This design comes from an exercise in tuning for small area, a short achievable clock period and few clock cycles per item on the open sky130 flow, not from production work. Power and IR drop assume default switching activity.

==> module sme_top, before the edit <==
module sme_top (
    input  logic           clk,
    input  logic           rst_n,
    input  sme_pkg::char_t chardata,
    input  logic           isstring,
    input  logic           ispattern,
    output logic           out_valid,
    output logic           match,
    output logic [4:0]     match_index
);
    localparam int NS = 34;
    logic       isstring_d, ispattern_d;
    logic [4:0] len_q;                       
    sme_pkg::char_t chars_q [0:31];          
    logic [NS-1:0] m_q;                      
    logic [4:0] c_q;                         
    logic           ip_q, is_q, dot_q, car_q, dol_q;
    sme_pkg::char_t cd_q;
    always_ff @(posedge clk or negedge rst_n) begin
        if (!rst_n) begin
            ip_q <= 1'b0;
            is_q <= 1'b0;
        end else begin
            ip_q <= ispattern;
            is_q <= isstring;
        end
    end
    always_ff @(posedge clk) begin
        cd_q  <= chardata;
        dot_q <= (chardata == sme_pkg::CHR_ANY);
        car_q <= (chardata == sme_pkg::CHR_START);
        dol_q <= (chardata == sme_pkg::CHR_END);
    end
    wire first = ~ispattern_d;
    logic [31:0] valid;         
    logic [31:0] sp;            
    logic [31:0] stb;           
    logic [NS-1:0] live;        
    always_comb begin
        for (int i = 0; i < 32; i++) begin
            valid[i] = ({len_q == 5'd0, len_q} >= 6'(32 - i));
            sp[i]    = (chars_q[i] == sme_pkg::CHR_SPACE);
        end
        for (int i = 0; i < 31; i++) stb[i] = ~valid[i] & valid[i+1];
        stb[31] = 1'b0;
        live[0] = 1'b0;
        for (int s = 1; s < NS; s++) live[s] = first | m_q[s-1];
    end
    wire is_dot = dot_q;
    wire is_car = car_q;
    wire is_dol = dol_q;
    wire is_anc = is_car | is_dol;
    logic [NS-1:0] m_next;
    always_comb begin
        m_next[0] = valid[0] & first & is_car;
        for (int i = 0; i < 32; i++) begin
            logic eq;
            eq = (chars_q[i] == cd_q);
            m_next[i+1] = (valid[i] & live[i+1] & (is_dot | (is_anc ? sp[i] : eq)))
                        | (stb[i] & first & is_car);
        end
        m_next[NS-1] = live[NS-1] & is_dol;
    end
    always_ff @(posedge clk or negedge rst_n) begin
        if (!rst_n) begin
            isstring_d  <= 1'b0;
            ispattern_d <= 1'b0;
        end else begin
            isstring_d  <= is_q;
            ispattern_d <= ip_q;
        end
    end
    always_ff @(posedge clk) begin
        if (is_q) begin
            for (int i = 0; i < 31; i++) chars_q[i] <= chars_q[i+1];
            chars_q[31] <= cd_q;
            len_q <= isstring_d ? len_q + 5'd1 : 5'd1;
        end
    end
    always_ff @(posedge clk) begin
        m_q <= m_next;
        c_q <= first ? (len_q - 5'd1 + {4'd0, is_car}) : (c_q - 5'd1);
    end
    logic       found;
    logic [4:0] enc;
    always_comb begin
        found = |m_q;
        enc   = '0;
        for (int s = NS-1; s >= 0; s--) if (m_q[s]) enc = 5'(s);
    end
    wire done = ispattern_d & ~ip_q;
    always_ff @(posedge clk or negedge rst_n) begin
        if (!rst_n) begin
            out_valid   <= 1'b0;
            match       <= 1'b0;
            match_index <= '0;
        end else begin
            out_valid   <= done;
            match       <= done & found;
            match_index <= (done & found) ? enc + c_q : 5'd0;
        end
    end
endmodule
Settings: LEC_CHECK=0, ABC_CLOCK_PERIOD_IN_PS=2500, CAP_MARGIN=20, CORE_MARGIN=2, CORE_UTILIZATION=40, SETUP_SLACK_MARGIN=5, SLEW_MARGIN=20; clock period 8.0 ns.
run.sh (not shown) runs the stock make flow with config.mk's settings and CLKGATE_MAP_FILE= SYNTH_SCRIPT=/design/flow/synth_recipe.tcl, a recipe that flattens the netlist after the stock synthesis.
Next try:
--- a/flow/design.v
+++ b/flow/design.v
@@ -46,21 +46,4 @@
     logic [NS-1:0] m_q;                      
     logic [4:0] c_q;                         
-    logic           ip_q, is_q, dot_q, car_q, dol_q;
-    sme_pkg::char_t cd_q;
-    always_ff @(posedge clk or negedge rst_n) begin
-        if (!rst_n) begin
-            ip_q <= 1'b0;
-            is_q <= 1'b0;
-        end else begin
-            ip_q <= ispattern;
-            is_q <= isstring;
-        end
-    end
-    always_ff @(posedge clk) begin
-        cd_q  <= chardata;
-        dot_q <= (chardata == sme_pkg::CHR_ANY);
-        car_q <= (chardata == sme_pkg::CHR_START);
-        dol_q <= (chardata == sme_pkg::CHR_END);
-    end
     wire first = ~ispattern_d;
     logic [31:0] valid;         
@@ -78,7 +61,7 @@
         for (int s = 1; s < NS; s++) live[s] = first | m_q[s-1];
     end
-    wire is_dot = dot_q;
-    wire is_car = car_q;
-    wire is_dol = dol_q;
+    wire is_dot = (chardata == sme_pkg::CHR_ANY);
+    wire is_car = (chardata == sme_pkg::CHR_START);
+    wire is_dol = (chardata == sme_pkg::CHR_END);
     wire is_anc = is_car | is_dol;
     logic [NS-1:0] m_next;
@@ -87,5 +70,5 @@
         for (int i = 0; i < 32; i++) begin
             logic eq;
-            eq = (chars_q[i] == cd_q);
+            eq = (chars_q[i] == chardata);
             m_next[i+1] = (valid[i] & live[i+1] & (is_dot | (is_anc ? sp[i] : eq)))
                         | (stb[i] & first & is_car);
@@ -98,12 +81,12 @@
             ispattern_d <= 1'b0;
         end else begin
-            isstring_d  <= is_q;
-            ispattern_d <= ip_q;
+            isstring_d  <= isstring;
+            ispattern_d <= ispattern;
         end
     end
     always_ff @(posedge clk) begin
-        if (is_q) begin
+        if (isstring) begin
             for (int i = 0; i < 31; i++) chars_q[i] <= chars_q[i+1];
-            chars_q[31] <= cd_q;
+            chars_q[31] <= chardata;
             len_q <= isstring_d ? len_q + 5'd1 : 5'd1;
         end
@@ -120,5 +103,5 @@
         for (int s = NS-1; s >= 0; s--) if (m_q[s]) enc = 5'(s);
     end
-    wire done = ispattern_d & ~ip_q;
+    wire done = ispattern_d & ~ispattern;
     always_ff @(posedge clk or negedge rst_n) begin
         if (!rst_n) begin
Worst setup slack gets worse by 220 ps.
Sequential power is lower by about 4%.
Combinational power is higher by about 11%.
First-iteration DRC count is lower by about 4.5%.
Cell count is lower by 3.4%.
Synthesized area is lower by about 8%.
Count of clock-buffer cells in the layout is lower by 9.
Clock power is lower by 14%.
Global-route usage is lower by 1.3 points.
Function was not checked in any run of this note: the RTL went through the layout flow alone.

## the baseline
Another version of the RTL of sme_top (not shown whole).
For scale: about 1500 cells after synthesis, ~330 flip-flops.
==> module sme_top, before the edit <==
module sme_top (
    input  logic           clk,
    input  logic           rst_n,
    input  sme_pkg::char_t chardata,
    input  logic           isstring,
    input  logic           ispattern,
    output logic           out_valid,
    output logic           match,
    output logic [4:0]     match_index
);
    logic           ip_q, is_q, dot_q, car_q, dol_q;
    sme_pkg::char_t key_q;
    wire in_car = (chardata == sme_pkg::CHR_START);
    wire in_dol = (chardata == sme_pkg::CHR_END);
    always_ff @(posedge clk or negedge rst_n) begin
        if (!rst_n) begin
            ip_q <= 1'b0;
            is_q <= 1'b0;
        end else begin
            ip_q <= ispattern;
            is_q <= isstring;
        end
    end
    always_ff @(posedge clk) begin
        key_q <= (in_car | in_dol) ? sme_pkg::CHR_SPACE : chardata;
        dot_q <= (chardata == sme_pkg::CHR_ANY);
        car_q <= in_car;
        dol_q <= in_dol;
    end
    sme_pkg::char_t raw;
    assign raw = car_q ? sme_pkg::CHR_START : dol_q ? sme_pkg::CHR_END : key_q;
    logic           is_d;
    sme_pkg::char_t ring_q [0:31];
    logic [4:0]     f_q;           
    logic [4:0]     e_q;           
    logic           full_q;        
    always_ff @(posedge clk or negedge rst_n) begin
        if (!rst_n) is_d <= 1'b0;
        else        is_d <= is_q;
    end
    always_ff @(posedge clk) begin
        for (int i = 0; i < 31; i++) ring_q[i] <= ring_q[i+1];
        ring_q[31] <= is_q ? raw : ring_q[0];
        f_q    <= (is_q & ~is_d) ? 5'd31 : f_q - 5'd1;
        e_q    <= is_q ? 5'd0 : e_q - 5'd1;
        full_q <= is_q ? (is_d & (f_q == 5'd1)) : full_q;
    end
    logic [31:0] ge_f;          
    logic [31:0] valid;         
    logic [31:0] fc;            
    logic [31:0] ec;            
    always_comb begin
        logic wrap;
        wrap = (e_q <= f_q);
        for (int i = 0; i < 32; i++) begin
            ge_f[i]  = (5'(i) >= f_q);
            valid[i] = full_q | (wrap ? (ge_f[i] | (5'(i) < e_q))
                                      : (ge_f[i] & (5'(i) < e_q)));
        end
        for (int i = 0; i < 32; i++) begin
            fc[i] = ge_f[i] & ((i == 0) ? 1'b1 : ~ge_f[i-1]);
            ec[i] = ~valid[i] & valid[(i+31)%32];
        end
    end
    logic        ip_d;
    logic [31:0] m_q;
    logic        ms_q;          
    logic        me_q;          
    logic [4:0]  k_q;           
    wire first = ~ip_d;
    logic [31:0] m_next;
    logic        m_last;        
    always_comb begin
        m_last = 1'b0;
        for (int i = 0; i < 32; i++) begin
            logic ok, live;
            ok   = (valid[i] & (dot_q | (ring_q[i] == key_q))) | (ec[i] & dol_q);
            live = first | (fc[i] ? ms_q : m_q[(i+31)%32]);
            m_next[(i+31)%32] = live & ok;
            m_last = m_last | (m_q[(i+31)%32] & fc[i]);
        end
    end
    always_ff @(posedge clk or negedge rst_n) begin
        if (!rst_n) ip_d <= 1'b0;
        else        ip_d <= ip_q;
    end
    always_ff @(posedge clk) begin
        m_q  <= m_next;
        ms_q <= first & car_q;
        me_q <= full_q & dol_q & (first | m_last);
        k_q  <= first ? (5'd1 + {4'd0, car_q} - f_q) : k_q;
    end
    logic       found;
    logic [4:0] idx;
    always_comb begin
        logic [63:0] d;             
        logic [7:0]  any;
        logic [4:0]  gidx [0:7];
        d = {m_q, m_q & ge_f};
        for (int g = 0; g < 8; g++) begin
            logic [2:0] loc;
            logic [3:0] lo;
            logic [1:0] hi;
            loc = '0;
            any[g] = 1'b0;
            for (int b = 7; b >= 0; b--) begin
                if (d[8*g + b]) begin
                    loc    = 3'(b);
                    any[g] = 1'b1;
                end
            end
            lo = {1'b0, loc} + {1'b0, k_q[2:0]};
            hi = k_q[4:3] + 2'(g % 4) + {1'b0, lo[3]};
            gidx[g] = {hi, lo[2:0]};
        end
        found = ms_q | (|any) | me_q;
        if (ms_q)          idx = 5'd0;
        else if (|any) begin
            idx = '0;
            for (int g = 7; g >= 0; g--) if (any[g]) idx = gidx[g];
        end
        else               idx = f_q + k_q;
    end
    wire done = ip_d & ~ip_q;
    always_ff @(posedge clk or negedge rst_n) begin
        if (!rst_n) begin
            out_valid   <= 1'b0;
            match       <= 1'b0;
            match_index <= '0;
        end else begin
            out_valid   <= done;
            match       <= done & found;
            match_index <= (done & found) ? idx : 5'd0;
        end
    end
endmodule
clock: 8.0 ns
lec_check: 0
cap_margin: 20
core_margin: 2
core_utilization: 40
cts_buf_list: sky130_fd_sc_hd__clkbuf_16
cts_cluster_diameter: 120
cts_cluster_size: 30
setup_slack_margin: 5
slew_margin: 20
standard.sh (not shown) runs the stock make flow with config.mk's settings and CLKGATE_MAP_FILE= SYNTH_SCRIPT=/design/flow/synth_recipe.tcl, a recipe that flattens the netlist after the stock synthesis.
==> flow/flow/run.sh <==
#!/bin/bash
# Standard layout with a tighter setup repair target and stronger port buffers.
set -uo pipefail
bash standard.sh SETUP_SLACK_MARGIN=5.6 \
    "BUFFER_PORTS_ARGS=-buffer_cell sky130_fd_sc_hd__buf_4" \
    finish > standard.log 2>&1
Input-level comparison between the candidate and the baseline:
-- flow/design.v --
<<< the baseline, line 125
    logic [4:0] idx;
    always_comb begin
        logic [63:0] d;             
        logic [7:0]  any;
        logic [4:0]  gidx [0:7];
        d = {m_q, m_q & ge_f};
        for (int g = 0; g < 8; g++) begin
            logic [2:0] loc;
            logic [3:0] lo;
            logic [1:0] hi;
            loc = '0;
            any[g] = 1'b0;
            for (int b = 7; b >= 0; b--) begin
                if (d[8*g + b]) begin
                    loc    = 3'(b);
                    any[g] = 1'b1;
                end
            end
            lo = {1'b0, loc} + {1'b0, k_q[2:0]};
            hi = k_q[4:3] + 2'(g % 4) + {1'b0, lo[3]};
            gidx[g] = {hi, lo[2:0]};
        end
        found = ms_q | (|any) | me_q;
        if (ms_q)          idx = 5'd0;
        else if (|any) begin
            idx = '0;
            for (int g = 7; g >= 0; g--) if (any[g]) idx = gidx[g];
        end
        else               idx = f_q + k_q;
    end
    wire done = ip_d & ~ip_q;
>>> the candidate, line 125
    logic [4:0] idx;
    always_comb begin
        logic [31:0] hi;
        logic [4:0]  e;
        logic        any;
        hi  = m_q & ge_f;
        any = |m_q;
        e   = '0;
        for (int i = 31; i >= 0; i--) if (m_q[i]) e = 5'(i);
        for (int i = 31; i >= 0; i--) if (hi[i])  e = 5'(i);
        found = ms_q | any | me_q;
        if (ms_q)     idx = 5'd0;
        else if (any) idx = e + k_q;
        else          idx = f_q + k_q;
    end
    wire done = ip_d & ~ip_q;
==> results.txt <==
- The candidate against the baseline: final period utilization now larger; adder and majority cell fraction of the synthesized area now smaller; wire length now larger.
- The baseline has a higher worst relative slew slack than the candidate.
- Sort the candidate and the baseline by global-route met2 utilization, ascending, and the baseline comes first.
- Compared with the baseline, in the candidate synthesized cell count dropped 86, maximum fanout along the worst path climbed 1, final cell count dropped about 4%, core utilization climbed 1.5 points.
No functional check of the RTL was part of any run of this note.

## static timing again, ports no longer ideal
In the flow no input, the clock included, has a driving cell. The finished layouts below were timed again as built, in two steps. Step 1: set_driving_cell puts a clkbuf_16 on clk and a buf_2 on each other input, an assumption about the parent block. Step 2 also shifts input and output timing later by t, the mid clock arrival at the registers, as if the neighbouring blocks saw the same clock. a / b / c = ideal ports / drivers / drivers and shift; a / b = the first two.
run | t (ns) | slack for setup (ns) | worst setup path at the end | pins driven straight from the clock port
the first run of note 1 | 0.608 | 4.985 / 4.985 / 4.809 | input to register | 1
the second run of note 1 | 0.557 | 4.769 / 4.783 / 4.226 | input to register | 1
the baseline | 0.554 | 4.828 / 4.828 / 4.828 | register to register | 1
the candidate | 0.551 | 4.270 / 4.270 / 4.270 | register to register | 1
After both steps setup and hold are still met in every run listed. The setup slack of the second run of note 1, which loses most, moves by +0.014 ns with the drivers and by -0.543 ns with both steps.
